Source: an optimization exercise on an open RTL-to-GDS flow (aim: small area, a short achievable clock period and few clock cycles per item). Production flows keep margins and buffers that such runs may drop.
At most, simulation tests tie the RTL to the original design; equivalence was not proved.
Power and IR drop assume default switching activity.

==> module mac_stream_seq, before the edit <==
module mac_stream_seq (
  input  logic        clk,
  input  logic        rst,
  input  logic        in_valid,
  output logic        in_ready,
  input  logic [15:0] in_data,
  input  logic [15:0] in_weight,
  input  logic [15:0] bias,
  output logic        out_valid,
  input  logic        out_ready,
  output logic [15:0] out_res
);
  localparam int LEN   = 48;
  localparam int ACC_W = 22;
  logic [5:0]         cnt_q;
  logic               rdy_q;
  logic               arm_q;             
  logic               pnd1_q, pnd2_q;    
  logic               v0_q, f0_q, l0_q;
  logic [15:0]        a0_q, b_q;
  logic [7:0]         one0_q, two0_q, neg0_q;
  logic               v1_q, f1_q, l1_q;
  logic [15:0]        s1_q, c1_q;
  logic               cl1_q;
  logic [15:0]        s_d, c_d;
  logic               cl_d;
  logic               f2_q, l2_q;
  logic [15:0]        p2_q;
  logic [ACC_W-1:0]   acc_q;
  logic               done_q;
  logic               ov_q;
  logic [15:0]        res_q;
  logic        accept, first_in, last_in, inc, dec, out_load, pnd2_d;
  logic [15:0] prod;
  logic [15:0] sat_res;
  logic [16:0] wx;
  logic [7:0]  one_d, two_d, neg_d;
  assign first_in = (cnt_q == 6'd0);
  assign last_in  = (cnt_q == 6'(LEN - 1));
  assign accept   = in_valid && rdy_q;
  assign inc      = accept && last_in;
  assign dec      = ov_q && out_ready;
  assign out_load = done_q && !ov_q;
  assign pnd2_d   = !dec && (pnd2_q || (pnd1_q && inc));
  assign wx = {in_weight, 1'b0};
  always_comb begin
    for (int i = 0; i < 8; i++) begin
      one_d[i] = wx[2*i+1] ^ wx[2*i];
      two_d[i] = (wx[2*i+2] & ~wx[2*i+1] & ~wx[2*i]) | (~wx[2*i+2] & wx[2*i+1] & wx[2*i]);
      neg_d[i] = wx[2*i+2];
    end
  end
  mult u_mult (
    .a_i    (a0_q),
    .one_i  (one0_q),
    .two_i  (two0_q),
    .neg_i  (neg0_q),
    .s_o    (s_d),
    .c_o    (c_d),
    .c_lo_o (cl_d)
  );
  assign prod = s1_q + c1_q + {15'd0, cl1_q};
  always_comb begin
    if (acc_q[ACC_W-1:15] != {(ACC_W-15){acc_q[ACC_W-1]}})
      sat_res = acc_q[ACC_W-1] ? 16'h8000 : 16'h7FFF;
    else
      sat_res = acc_q[15:0];
  end
  always_ff @(posedge clk) begin
    a0_q   <= in_data;
    one0_q <= one_d;
    two0_q <= two_d;
    neg0_q <= neg_d;
    if (arm_q) b_q <= bias;
    s1_q   <= s_d;
    c1_q   <= c_d;
    cl1_q  <= cl_d;
    p2_q   <= v1_q ? prod : 16'd0;
    acc_q  <= (f2_q ? {{(ACC_W-16){b_q[15]}}, b_q} : acc_q) + {{(ACC_W-16){p2_q[15]}}, p2_q};
    if (out_load) res_q <= sat_res;
  end
  always_ff @(posedge clk) begin
    if (rst) begin
      cnt_q  <= '0;
      rdy_q  <= 1'b1;
      arm_q  <= 1'b1;
      pnd1_q <= 1'b0;
      pnd2_q <= 1'b0;
      v0_q   <= 1'b0;
      f0_q   <= 1'b0;
      l0_q   <= 1'b0;
      v1_q   <= 1'b0;
      f1_q   <= 1'b0;
      l1_q   <= 1'b0;
      f2_q   <= 1'b0;
      l2_q   <= 1'b0;
      done_q <= 1'b0;
      ov_q   <= 1'b0;
    end else begin
      if (accept) cnt_q <= last_in ? 6'd0 : cnt_q + 6'd1;
      pnd2_q <= pnd2_d;
      pnd1_q <= (pnd1_q && (inc == dec)) || (pnd2_q && dec) || (!pnd1_q && !pnd2_q && inc);
      rdy_q  <= !pnd2_d;
      arm_q  <= !pnd2_d && (accept ? last_in : first_in);
      v0_q   <= accept;
      f0_q   <= accept && first_in;
      l0_q   <= inc;
      v1_q   <= v0_q;
      f1_q   <= f0_q;
      l1_q   <= l0_q;
      f2_q   <= f1_q;
      l2_q   <= l1_q;
      done_q <= l2_q || (done_q && !out_load);
      ov_q   <= out_load || (ov_q && !out_ready);
    end
  end
  assign in_ready  = rdy_q;
  assign out_valid = ov_q;
  assign out_res   = res_q;
endmodule
Settings: LEC_CHECK=0, CAP_MARGIN=20, CORE_MARGIN=2, CORE_UTILIZATION=40, SLEW_MARGIN=20; clock period 10.0 ns.
run.sh (not shown) runs the stock make flow with config.mk's settings and CLKGATE_MAP_FILE= SYNTH_SCRIPT=/design/flow/synth_recipe.tcl, a recipe that flattens the netlist after the stock synthesis.
Rerun with:
--- a/flow/design.v
+++ b/flow/design.v
@@ -360,36 +360,33 @@
   localparam int LEN   = 48;
   localparam int ACC_W = 22;
   logic [5:0]         cnt_q;
   logic               rdy_q;
-  logic               arm_q;             
-  logic               pnd1_q, pnd2_q;    
+  logic [1:0]         pend_q;
   logic               v0_q, f0_q, l0_q;
   logic [15:0]        a0_q, b_q;
   logic [7:0]         one0_q, two0_q, neg0_q;
   logic               v1_q, f1_q, l1_q;
   logic [15:0]        s1_q, c1_q;
   logic               cl1_q;
   logic [15:0]        s_d, c_d;
   logic               cl_d;
-  logic               f2_q, l2_q;
-  logic [15:0]        p2_q;
   logic [ACC_W-1:0]   acc_q;
   logic               done_q;
   logic               ov_q;
   logic [15:0]        res_q;
-  logic        accept, first_in, last_in, inc, dec, out_load, pnd2_d;
+  logic        accept, first_in, last_in, take, out_load;
+  logic [1:0]  pend_d;
   logic [15:0] prod;
   logic [15:0] sat_res;
   logic [16:0] wx;
   logic [7:0]  one_d, two_d, neg_d;
   assign first_in = (cnt_q == 6'd0);
   assign last_in  = (cnt_q == 6'(LEN - 1));
   assign accept   = in_valid && rdy_q;
-  assign inc      = accept && last_in;
-  assign dec      = ov_q && out_ready;
-  assign out_load = done_q && !ov_q;
-  assign pnd2_d   = !dec && (pnd2_q || (pnd1_q && inc));
+  assign take     = ov_q && out_ready;
+  assign out_load = done_q && (!ov_q || out_ready);
+  assign pend_d   = pend_q + {1'b0, accept && last_in} - {1'b0, take};
   assign wx = {in_weight, 1'b0};
   always_comb begin
     for (int i = 0; i < 8; i++) begin
       one_d[i] = wx[2*i+1] ^ wx[2*i];
@@ -417,48 +414,39 @@
     a0_q   <= in_data;
     one0_q <= one_d;
     two0_q <= two_d;
     neg0_q <= neg_d;
-    if (arm_q) b_q <= bias;
+    if (accept && first_in) b_q <= bias;
     s1_q   <= s_d;
     c1_q   <= c_d;
     cl1_q  <= cl_d;
-    p2_q   <= v1_q ? prod : 16'd0;
-    acc_q  <= (f2_q ? {{(ACC_W-16){b_q[15]}}, b_q} : acc_q) + {{(ACC_W-16){p2_q[15]}}, p2_q};
+    if (v1_q) acc_q <= (f1_q ? {{(ACC_W-16){b_q[15]}}, b_q} : acc_q) + {{(ACC_W-16){prod[15]}}, prod};
     if (out_load) res_q <= sat_res;
   end
   always_ff @(posedge clk) begin
     if (rst) begin
       cnt_q  <= '0;
       rdy_q  <= 1'b1;
-      arm_q  <= 1'b1;
-      pnd1_q <= 1'b0;
-      pnd2_q <= 1'b0;
+      pend_q <= '0;
       v0_q   <= 1'b0;
       f0_q   <= 1'b0;
       l0_q   <= 1'b0;
       v1_q   <= 1'b0;
       f1_q   <= 1'b0;
       l1_q   <= 1'b0;
-      f2_q   <= 1'b0;
-      l2_q   <= 1'b0;
       done_q <= 1'b0;
       ov_q   <= 1'b0;
     end else begin
       if (accept) cnt_q <= last_in ? 6'd0 : cnt_q + 6'd1;
-      pnd2_q <= pnd2_d;
-      pnd1_q <= (pnd1_q && (inc == dec)) || (pnd2_q && dec) || (!pnd1_q && !pnd2_q && inc);
-      rdy_q  <= !pnd2_d;
-      arm_q  <= !pnd2_d && (accept ? last_in : first_in);
+      pend_q <= pend_d;
+      rdy_q  <= (pend_d != 2'd2);
       v0_q   <= accept;
-      f0_q   <= accept && first_in;
-      l0_q   <= inc;
+      f0_q   <= first_in;
+      l0_q   <= last_in;
       v1_q   <= v0_q;
       f1_q   <= f0_q;
-      l1_q   <= l0_q;
-      f2_q   <= f1_q;
-      l2_q   <= l1_q;
-      done_q <= l2_q || (done_q && !out_load);
+      l1_q   <= v0_q && l0_q;
+      done_q <= (v1_q && l1_q) || (done_q && !out_load);
       ov_q   <= out_load || (ov_q && !out_ready);
     end
   end
   assign in_ready  = rdy_q;
Global-route usage came out lower by 0.20 points. Utilization is about the same. Worst setup slack degrades by 1200 ps. Die area went down by 3.9%. Critical path depth goes up by 12. Power increases by 35%. Wire length drops by 5.4%. Synthesized area falls by about 4%.
No run of this note included a check of the RTL's function; only the layout flow was run.

mac_stream_seq, a different RTL version from the one above (not shown whole).
Size: roughly 1000 cells after synthesis, ~70 I/O pins.
==> module mac_stream_seq, before the edit <==
module mac_stream_seq (
  input  logic        clk,
  input  logic        rst,
  input  logic        in_valid,
  output logic        in_ready,
  input  logic [15:0] in_data,
  input  logic [15:0] in_weight,
  input  logic [15:0] bias,
  output logic        out_valid,
  input  logic        out_ready,
  output logic [15:0] out_res
);
  localparam int LEN   = 48;
  localparam int ACC_W = 22;
  logic [5:0]         cnt_q;
  logic               rdy_q;
  logic               nrdy_o_q, nov_o_q;   
  logic               arm_q;             
  logic               owe_q;             
  logic               f0_q, l0_q;
  logic [15:0]        a0_q, b_q;
  logic [7:0]         one0_q, two0_q, neg0_q;
  logic               f1_q, l1_q;
  logic [15:0]        s1_q, c1_q;
  logic               cl1_q;
  logic [15:0]        s_d, c_d;
  logic               cl_d;
  logic               f2_q, l2_q;
  logic               nf2_q;             
  logic [15:0]        p2_q;
  logic [ACC_W-1:0]   acc_q;
  logic               l3_q;
  logic               ov_q;
  logic [15:0]        res_q;
  logic        accept, first_in, last_in, inc, owe_d, last_d;
  logic [15:0] prod;
  logic [15:0] sat_res;
  logic [16:0] wx;
  logic [7:0]  one_d, two_d, neg_d;
  assign first_in = (cnt_q == 6'd0);
  assign last_in  = (cnt_q == 6'(LEN - 1));
  assign accept   = in_valid && rdy_q;
  assign inc      = accept && last_in;
  assign owe_d    = inc || (owe_q && !(ov_q && out_ready));
  assign last_d   = accept ? (cnt_q == 6'(LEN - 2)) : last_in;
  assign wx = {in_weight, 1'b0};
  always_comb begin
    for (int i = 0; i < 8; i++) begin
      one_d[i] = wx[2*i+1] ^ wx[2*i];
      two_d[i] = (wx[2*i+2] & ~wx[2*i+1] & ~wx[2*i]) | (~wx[2*i+2] & wx[2*i+1] & wx[2*i]);
      neg_d[i] = wx[2*i+2];
    end
  end
  mult u_mult (
    .a_i    (a0_q),
    .one_i  (one0_q),
    .two_i  (two0_q),
    .neg_i  (neg0_q),
    .s_o    (s_d),
    .c_o    (c_d),
    .c_lo_o (cl_d)
  );
  logic [15:0] prod_co;
  logic [ACC_W-1:0] acc_in, acc_s, acc_co;
  bk_add #(.W(16)) u_prod (.a(s1_q), .b(c1_q), .ci(cl1_q), .s(prod), .co(prod_co));
  assign acc_in[10:0]       = f2_q ? b_q[10:0] : acc_q[10:0];
  assign acc_in[ACC_W-1:11] = nf2_q ? acc_q[ACC_W-1:11] : {{(ACC_W-16){b_q[15]}}, b_q[15:11]};
  bk_add #(.W(ACC_W)) u_acc (.a(acc_in), .b({{(ACC_W-16){p2_q[15]}}, p2_q}), .ci(1'b0), .s(acc_s), .co(acc_co));
  always_comb begin
    if (acc_q[ACC_W-1:15] != {(ACC_W-15){acc_q[ACC_W-1]}})
      sat_res = acc_q[ACC_W-1] ? 16'h8000 : 16'h7FFF;
    else
      sat_res = acc_q[15:0];
  end
  always_ff @(posedge clk) begin
    a0_q   <= in_data;
    one0_q <= accept ? one_d : 8'd0;
    two0_q <= accept ? two_d : 8'd0;
    neg0_q <= accept ? neg_d : 8'd0;
    if (arm_q) b_q <= bias;
    s1_q   <= s_d;
    c1_q   <= c_d;
    cl1_q  <= cl_d;
    p2_q   <= prod;
    acc_q  <= acc_s;
    if (l3_q) res_q <= sat_res;
  end
  always_ff @(posedge clk) begin
    if (rst) begin
      cnt_q <= '0;
      rdy_q <= 1'b1;
      nrdy_o_q <= 1'b0;
      nov_o_q  <= 1'b1;
      arm_q <= 1'b1;
      owe_q <= 1'b0;
      f0_q  <= 1'b0;
      l0_q  <= 1'b0;
      f1_q  <= 1'b0;
      l1_q  <= 1'b0;
      f2_q  <= 1'b0;
      nf2_q <= 1'b1;
      l2_q  <= 1'b0;
      l3_q  <= 1'b0;
      ov_q  <= 1'b0;
    end else begin
      if (accept) cnt_q <= last_in ? 6'd0 : cnt_q + 6'd1;
      owe_q <= owe_d;
      rdy_q <= !(owe_d && last_d);
      nrdy_o_q <= owe_d && last_d;
      arm_q <= accept ? last_in : first_in;
      f0_q  <= accept && first_in;
      l0_q  <= inc;
      f1_q  <= f0_q;
      l1_q  <= l0_q;
      f2_q  <= f1_q;
      nf2_q <= !f1_q;
      l2_q  <= l1_q;
      l3_q  <= l2_q;
      ov_q  <= l3_q || (ov_q && !out_ready);
      nov_o_q  <= !(l3_q || (ov_q && !out_ready));
    end
  end
  assign in_ready  = !nrdy_o_q;
  assign out_valid = !nov_o_q;
  assign out_res   = res_q;
endmodule
clock: 10.0 ns
lec_check: 0
cap_margin: 20
core_margin: 2
core_utilization: 40
cts_buf_list: sky130_fd_sc_hd__clkbuf_4 sky130_fd_sc_hd__clkbuf_8
cts_cluster_diameter: 25
slew_margin: 20
standard.sh (not shown) runs the stock make flow with config.mk's settings and CLKGATE_MAP_FILE= SYNTH_SCRIPT=/design/flow/synth_recipe.tcl, a recipe that flattens the netlist after the stock synthesis.
==> flow/flow/run.sh <==
#!/bin/bash
# Standard synthesis, then the standard layout with: port buffers of a fixed small cell type,
# and repair_timing aiming below the clock period (a larger setup slack margin).
set -euo pipefail
bash standard.sh synth > synth.log 2>&1
bash standard.sh SETUP_SLACK_MARGIN=6.8 'BUFFER_PORTS_ARGS=-buffer_cell sky130_fd_sc_hd__buf_1' finish > layout.log 2>&1
The starting point finished clean.
Testbench counts at the start, summed over its fixed seeds: cycles 15,400, items 320.
==> next run, changes <==
--- a/flow/design.v
+++ b/flow/design.v
@@ -395,9 +395,8 @@
   logic               cl1_q;
   logic [15:0]        s_d, c_d;
   logic               cl_d;
   logic               f2_q, l2_q;
-  logic               nf2_q;             
   logic [15:0]        p2_q;
   logic [ACC_W-1:0]   acc_q;
   logic               l3_q;
   logic               ov_q;
@@ -432,22 +431,21 @@
   );
   logic [15:0] prod_co;
   logic [ACC_W-1:0] acc_in, acc_s, acc_co;
   bk_add #(.W(16)) u_prod (.a(s1_q), .b(c1_q), .ci(cl1_q), .s(prod), .co(prod_co));
-  assign acc_in[10:0]       = f2_q ? b_q[10:0] : acc_q[10:0];
-  assign acc_in[ACC_W-1:11] = nf2_q ? acc_q[ACC_W-1:11] : {{(ACC_W-16){b_q[15]}}, b_q[15:11]};
+  assign acc_in = f2_q ? {{(ACC_W-16){b_q[15]}}, b_q} : acc_q;
   bk_add #(.W(ACC_W)) u_acc (.a(acc_in), .b({{(ACC_W-16){p2_q[15]}}, p2_q}), .ci(1'b0), .s(acc_s), .co(acc_co));
   always_comb begin
     if (acc_q[ACC_W-1:15] != {(ACC_W-15){acc_q[ACC_W-1]}})
       sat_res = acc_q[ACC_W-1] ? 16'h8000 : 16'h7FFF;
     else
       sat_res = acc_q[15:0];
   end
   always_ff @(posedge clk) begin
-    a0_q   <= in_data;
-    one0_q <= accept ? one_d : 8'd0;
-    two0_q <= accept ? two_d : 8'd0;
-    neg0_q <= accept ? neg_d : 8'd0;
+    a0_q   <= accept ? in_data : 16'd0;    
+    one0_q <= one_d;
+    two0_q <= two_d;
+    neg0_q <= neg_d;
     if (arm_q) b_q <= bias;
     s1_q   <= s_d;
     c1_q   <= c_d;
     cl1_q  <= cl_d;
@@ -467,9 +465,8 @@
       l0_q  <= 1'b0;
       f1_q  <= 1'b0;
       l1_q  <= 1'b0;
       f2_q  <= 1'b0;
-      nf2_q <= 1'b1;
       l2_q  <= 1'b0;
       l3_q  <= 1'b0;
       ov_q  <= 1'b0;
     end else begin
@@ -482,9 +479,8 @@
       l0_q  <= inc;
       f1_q  <= f0_q;
       l1_q  <= l0_q;
       f2_q  <= f1_q;
-      nf2_q <= !f1_q;
       l2_q  <= l1_q;
       l3_q  <= l2_q;
       ov_q  <= l3_q || (ov_q && !out_ready);
       nov_o_q  <= !(l3_q || (ov_q && !out_ready));
Count of clock-buffer cells in the layout increases by 1; die area barely changes; sequential power hardly moves; core utilization is about the same; cell area is about the same; non-clock buffer count increases by 3; via count decreases by a few percent; routed wire length decreases by a few percent; worst setup slack is better by 0.024 ns; synthesized area hardly moves; hold slack stays flat; global-route usage decreases by 0.67 points.
Testbench counts after the change, summed over its fixed seeds: cycles 15,400, items 320.

[port drivers added, routing unchanged]
How much do the figures lean on ideal ports? The routed layouts below were timed once more, with nothing changed but the port constraints. Step 1 assumes that a clkbuf_16 drives the clock port and a buf_2 every other input. Step 2 adds t to the input delays and takes it off the output delays; t is the mean of the earliest and latest rising clock arrival at the registers after step 1. Input paths then give back, and output paths get back, about the clock's delay inside the block. a / b / c = no drivers / after step 1 / after step 2; a / b = the first two.
| run | t (ns) | slack for setup (ns) | slew at the worst register clock pin (ns) |
|---|---|---|---|
| the first run of note 1 | 0.475 | 6.450 / 6.450 / 6.272 | 0.08 / 0.08 |
| the second run of note 1 | 0.473 | 5.204 / 5.204 / 5.204 | 0.07 / 0.07 |
| the first run of note 2 | 0.515 | 6.908 / 6.908 / 6.490 | 0.11 / 0.11 |
| the second run of note 2 | 0.500 | 6.932 / 6.932 / 6.579 | 0.11 / 0.11 |
After both steps setup and hold are still met in every run listed. For the first run of note 2, which loses most, drivers alone change the setup slack by 0.000 ns; drivers and shift together by -0.418 ns.
